From an optimization exercise on the open Yosys and OpenROAD flow, aimed at small area, a short achievable clock period and few clock cycles per item; shortcuts taken in it are not production practice. Power is estimated from default activity; no workload was simulated.

==> flow/design.v <==
package orr_pkg;
  localparam int MAX_THREADS = 16;
  localparam int ID_BITS     = 8;
  localparam int PRIO_BITS   = 8;
  localparam int IDX_W       = $clog2(MAX_THREADS);
  localparam int CNT_W       = $clog2(MAX_THREADS + 1);
  localparam logic [1:0] CMD_ADD    = 2'd0;
  localparam logic [1:0] CMD_REMOVE = 2'd1;
  localparam logic [1:0] CMD_SCHED  = 2'd2;
  localparam logic [1:0] ST_OK        = 2'd0;
  localparam logic [1:0] ST_NOT_FOUND = 2'd1;
  localparam logic [1:0] ST_FULL      = 2'd2;
  localparam logic [1:0] ST_PRESENT   = 2'd3;
  typedef struct packed {
    logic load;      
    logic compare;   
    logic locate;    
    logic execute;   
  } dp_cmd_t;
  typedef struct packed {
    logic out_hold;   
  } dp_stat_t;
endpackage
module orr_ctrl (
  input  logic                          clk,
  input  logic                          rst,
  input  logic                          in_valid,
  output logic                          in_stall,
  input  logic [1:0]                    command,
  input  logic [orr_pkg::ID_BITS-1:0]   thread_id,
  input  logic [orr_pkg::PRIO_BITS-1:0] priority_req,
  output logic                          out_valid,
  input  logic                          out_stall,
  output logic [1:0]                    status,
  output logic [orr_pkg::ID_BITS-1:0]   current_id,
  output logic                          current_valid,
  output logic                          exec,
  output logic [1:0]                    cmd_q,
  output logic [orr_pkg::ID_BITS-1:0]   id_q,
  output logic [orr_pkg::PRIO_BITS-1:0] prio_q,
  input  logic [1:0]                    res_status,
  input  logic [orr_pkg::ID_BITS-1:0]   res_id,
  input  logic                          res_valid
);
  logic                        in_full;    
  logic                        q_one;      
  logic                        q_two;      
  logic [1:0]                  old_status;
  logic [orr_pkg::ID_BITS-1:0] old_id;
  logic                        old_valid;
  logic                        accept, pop;
  assign exec      = in_full & ~q_two;
  assign in_stall  = in_full & q_two;
  assign accept    = in_valid & ~in_stall;
  assign out_valid = q_one;
  assign pop       = q_one & ~out_stall;
  assign status        = q_two ? old_status : res_status;
  assign current_id    = q_two ? old_id     : res_id;
  assign current_valid = q_two ? old_valid  : res_valid;
  always_ff @(posedge clk) begin
    if (rst) begin
      in_full <= 1'b0;
      q_one   <= 1'b0;
      q_two   <= 1'b0;
    end else begin
      in_full <= accept | (in_full & ~exec);
      if (exec & ~pop) begin
        q_one <= 1'b1;
        q_two <= q_one;
      end else if (pop & ~exec) begin
        q_one <= q_two;
        q_two <= 1'b0;
      end
    end
  end
  always_ff @(posedge clk) begin
    if (~in_stall) begin
      cmd_q  <= command;
      id_q   <= thread_id;
      prio_q <= priority_req;
    end
    if (~q_two) begin
      old_status <= res_status;
      old_id     <= res_id;
      old_valid  <= res_valid;
    end
  end
endmodule
module orr_datapath (
  input  logic                          clk,
  input  logic                          rst,
  input  logic                          exec,
  input  logic [1:0]                    cmd_q,
  input  logic [orr_pkg::ID_BITS-1:0]   id_q,
  input  logic [orr_pkg::PRIO_BITS-1:0] prio_q,
  output logic [1:0]                    res_status,
  output logic [orr_pkg::ID_BITS-1:0]   res_id,
  output logic                          res_valid
);
  localparam int N  = orr_pkg::MAX_THREADS;
  localparam int IW = orr_pkg::ID_BITS;
  localparam int PW = orr_pkg::PRIO_BITS;
  logic [N-1:0][IW-1:0] slot_id;
  logic [N-1:0][PW-1:0] slot_prio;
  logic [N-1:0]         slot_valid;
  logic [N-1:0]         slot_mark;
  logic [N-1:0]         hit, le, hit_pre;
  logic                 found, full, mark_hit, mark_last, any_mark;
  logic                 do_add, do_rem, do_sched;
  logic [N-1:0]         sel_new, sel_up, sel_dn;
  logic [N-1:0]         mark_sched;
  logic [IW-1:0]        sched_id;
  always_comb begin
    for (int i = 0; i < N; i++) begin
      hit[i] = slot_valid[i] && (slot_id[i] == id_q);
      le[i]  = slot_valid[i] && (slot_prio[i] <= prio_q);
    end
  end
  always_comb begin
    hit_pre[0] = hit[0];
    for (int i = 1; i < N; i++) hit_pre[i] = hit_pre[i-1] | hit[i];
  end
  assign found     = |hit;
  assign full      = slot_valid[N-1];
  assign mark_hit  = |(hit & slot_mark);
  assign any_mark  = |slot_mark;
  assign mark_last = |(slot_mark & ~{1'b0, slot_valid[N-1:1]});
  assign do_add   = exec && (cmd_q == orr_pkg::CMD_ADD) && !found && !full;
  assign do_rem   = exec && (cmd_q == orr_pkg::CMD_REMOVE);
  assign do_sched = exec && (cmd_q == orr_pkg::CMD_SCHED);
  always_comb begin
    for (int i = 0; i < N; i++) begin
      sel_new[i] = do_add && !le[i] && ((i == 0) || le[(i == 0) ? 0 : i-1]);
      sel_up[i]  = do_add && (i != 0) && !le[(i == 0) ? 0 : i-1];
      sel_dn[i]  = do_rem && hit_pre[i];
    end
  end
  always_comb begin
    mark_sched[0] = !any_mark || mark_last;
    for (int i = 1; i < N; i++) mark_sched[i] = slot_mark[i-1] && slot_valid[i];
  end
  always_comb begin
    sched_id = '0;
    for (int i = 0; i < N; i++) sched_id = sched_id | ({IW{mark_sched[i]}} & slot_id[i]);
  end
  logic [N-1:0] sel_hold;
  logic [N-1:0][IW-1:0] id_up, id_dn, id_nx;
  logic [N-1:0][PW-1:0] pr_up, pr_dn, pr_nx;
  always_comb begin
    for (int i = 0; i < N; i++) begin
      sel_hold[i] = !(sel_new[i] || sel_up[i] || (sel_dn[i] && (i != N-1)));
      id_up[i] = (i == 0)   ? '0 : slot_id[(i == 0) ? 0 : i-1];
      pr_up[i] = (i == 0)   ? '0 : slot_prio[(i == 0) ? 0 : i-1];
      id_dn[i] = (i == N-1) ? '0 : slot_id[(i == N-1) ? N-1 : i+1];
      pr_dn[i] = (i == N-1) ? '0 : slot_prio[(i == N-1) ? N-1 : i+1];
      id_nx[i] = ({IW{sel_hold[i]}} & slot_id[i]) | ({IW{sel_new[i]}} & id_q) |
                 ({IW{sel_up[i]}} & id_up[i]) | ({IW{sel_dn[i]}} & id_dn[i]);
      pr_nx[i] = ({PW{sel_hold[i]}} & slot_prio[i]) | ({PW{sel_new[i]}} & prio_q) |
                 ({PW{sel_up[i]}} & pr_up[i]) | ({PW{sel_dn[i]}} & pr_dn[i]);
    end
  end
  always_ff @(posedge clk) begin
    slot_id   <= id_nx;
    slot_prio <= pr_nx;
  end
  always_ff @(posedge clk) begin
    if (rst) begin
      slot_valid <= '0;
      slot_mark  <= '0;
    end else begin
      for (int i = 0; i < N; i++) begin
        if (sel_new[i]) begin
          slot_valid[i] <= 1'b1;
          slot_mark[i]  <= 1'b0;
        end else if (sel_up[i]) begin
          slot_valid[i] <= slot_valid[(i == 0) ? 0 : i-1];
          slot_mark[i]  <= slot_mark[(i == 0) ? 0 : i-1];
        end else if (sel_dn[i]) begin
          slot_valid[i] <= (i == N-1) ? 1'b0 : slot_valid[(i == N-1) ? N-1 : i+1];
          slot_mark[i]  <= ((i == N-1) ? 1'b0 : slot_mark[(i == N-1) ? N-1 : i+1]) ||
                           (mark_hit && (i != N-1) && hit[(i == N-1) ? N-1 : i+1]) ||
                           (mark_hit && hit[0] && (i < N-1) &&
                            slot_valid[(i >= N-1) ? N-1 : i+1] &&
                            ((i >= N-2) ? 1'b1 : !slot_valid[(i >= N-2) ? N-1 : i+2]));
        end else if (do_rem) begin
          slot_mark[i]  <= slot_mark[i] ||
                           (mark_hit && (i != N-1) && hit[(i == N-1) ? N-1 : i+1]);
        end else if (do_sched) begin
          slot_mark[i]  <= mark_sched[i] && slot_valid[0];
        end
      end
    end
  end
  always_ff @(posedge clk) begin
    if (rst) begin
      res_valid <= 1'b0;
      res_id    <= '0;
    end else if (do_rem && mark_hit) begin
      res_valid <= 1'b0;
      res_id    <= '0;
    end else if (do_sched) begin
      res_valid <= slot_valid[0];
      res_id    <= slot_valid[0] ? sched_id : '0;
    end
  end
  always_ff @(posedge clk) begin
    if (exec) begin
      case (cmd_q)
        orr_pkg::CMD_ADD:    res_status <= found ? orr_pkg::ST_PRESENT :
                                           full  ? orr_pkg::ST_FULL : orr_pkg::ST_OK;
        orr_pkg::CMD_REMOVE: res_status <= found ? orr_pkg::ST_OK : orr_pkg::ST_NOT_FOUND;
        default:             res_status <= orr_pkg::ST_OK;
      endcase
    end
  end
endmodule
module priority_ordered_ready_ring_top (
  input  logic                          clk,
  input  logic                          rst,
  input  logic                          in_valid,
  output logic                          in_stall,
  input  logic [1:0]                    command,
  input  logic [orr_pkg::ID_BITS-1:0]   thread_id,
  input  logic [orr_pkg::PRIO_BITS-1:0] priority_req,
  output logic                          out_valid,
  input  logic                          out_stall,
  output logic [1:0]                    status,
  output logic [orr_pkg::ID_BITS-1:0]   current_id,
  output logic                          current_valid
);
  logic                          exec;
  logic [1:0]                    cmd_q;
  logic [orr_pkg::ID_BITS-1:0]   id_q;
  logic [orr_pkg::PRIO_BITS-1:0] prio_q;
  logic [1:0]                    res_status;
  logic [orr_pkg::ID_BITS-1:0]   res_id;
  logic                          res_valid;
  orr_ctrl u_ctrl (
    .clk           (clk),
    .rst           (rst),
    .in_valid      (in_valid),
    .in_stall      (in_stall),
    .command       (command),
    .thread_id     (thread_id),
    .priority_req  (priority_req),
    .out_valid     (out_valid),
    .out_stall     (out_stall),
    .status        (status),
    .current_id    (current_id),
    .current_valid (current_valid),
    .exec          (exec),
    .cmd_q         (cmd_q),
    .id_q          (id_q),
    .prio_q        (prio_q),
    .res_status    (res_status),
    .res_id        (res_id),
    .res_valid     (res_valid)
  );
  orr_datapath u_datapath (
    .clk        (clk),
    .rst        (rst),
    .exec       (exec),
    .cmd_q      (cmd_q),
    .id_q       (id_q),
    .prio_q     (prio_q),
    .res_status (res_status),
    .res_id     (res_id),
    .res_valid  (res_valid)
  );
endmodule
Settings: LEC_CHECK=0, CAP_MARGIN=20, CORE_MARGIN=2, CORE_UTILIZATION=40, SETUP_SLACK_MARGIN=2.5, SLEW_MARGIN=20; clock period 6.0 ns.
run.sh (not shown) runs the stock make flow with config.mk's settings and CLKGATE_MAP_FILE= SYNTH_SCRIPT=/design/flow/synth_recipe.tcl, a recipe that flattens the netlist after the stock synthesis.
The starting point finished clean.
Rerun with:
SETUP_SLACK_MARGIN = 3.2   (was 2.5)
What happened:
- The new run ran to the end with no violations
- final area climbs by about a fifth
- power climbs by a few percent
- global-route usage climbs by 4.7 points
- worst setup slack improves by 0.086 ns
- register-to-register slack improves by 0.09 ns
- sequential power climbs by a few percent
- core utilization climbs by 8.0 points
- wire length climbs by about a fifth
- count of clock-buffer cells in the layout drops by 2
No run of this note included a check of the RTL's function; only the layout flow was run.

re-timing with driven ports:
The results above use ideal ports. As a check the final layouts listed here were re-extracted and re-timed, cells and wires unchanged. Step 1 assumes that a clkbuf_16 drives the clock port and a buf_2 every other input. Step 2 times the ports against the registers' clock, not the clock port: input delays grow and output delays shrink by t, the midpoint of the rising clock arrivals with the driver on. Slacks: no drivers / after step 1 / after step 2; pairs: no drivers / after step 1.
| run | t, ns | slack for setup (ns) | worst setup path at the end | slew at the worst register clock pin (ns) | worst data-port slew with drivers (ns) |
|---|---|---|---|---|---|
| the first run | 0.637 | 2.484 / 2.484 / 2.484 | register to register | 0.06 / 0.06 | 0.04 |
| the second run | 0.624 | 2.570 / 2.570 / 2.570 | register to register | 0.06 / 0.06 | 0.04 |
After both steps setup and hold are still met in every run listed.
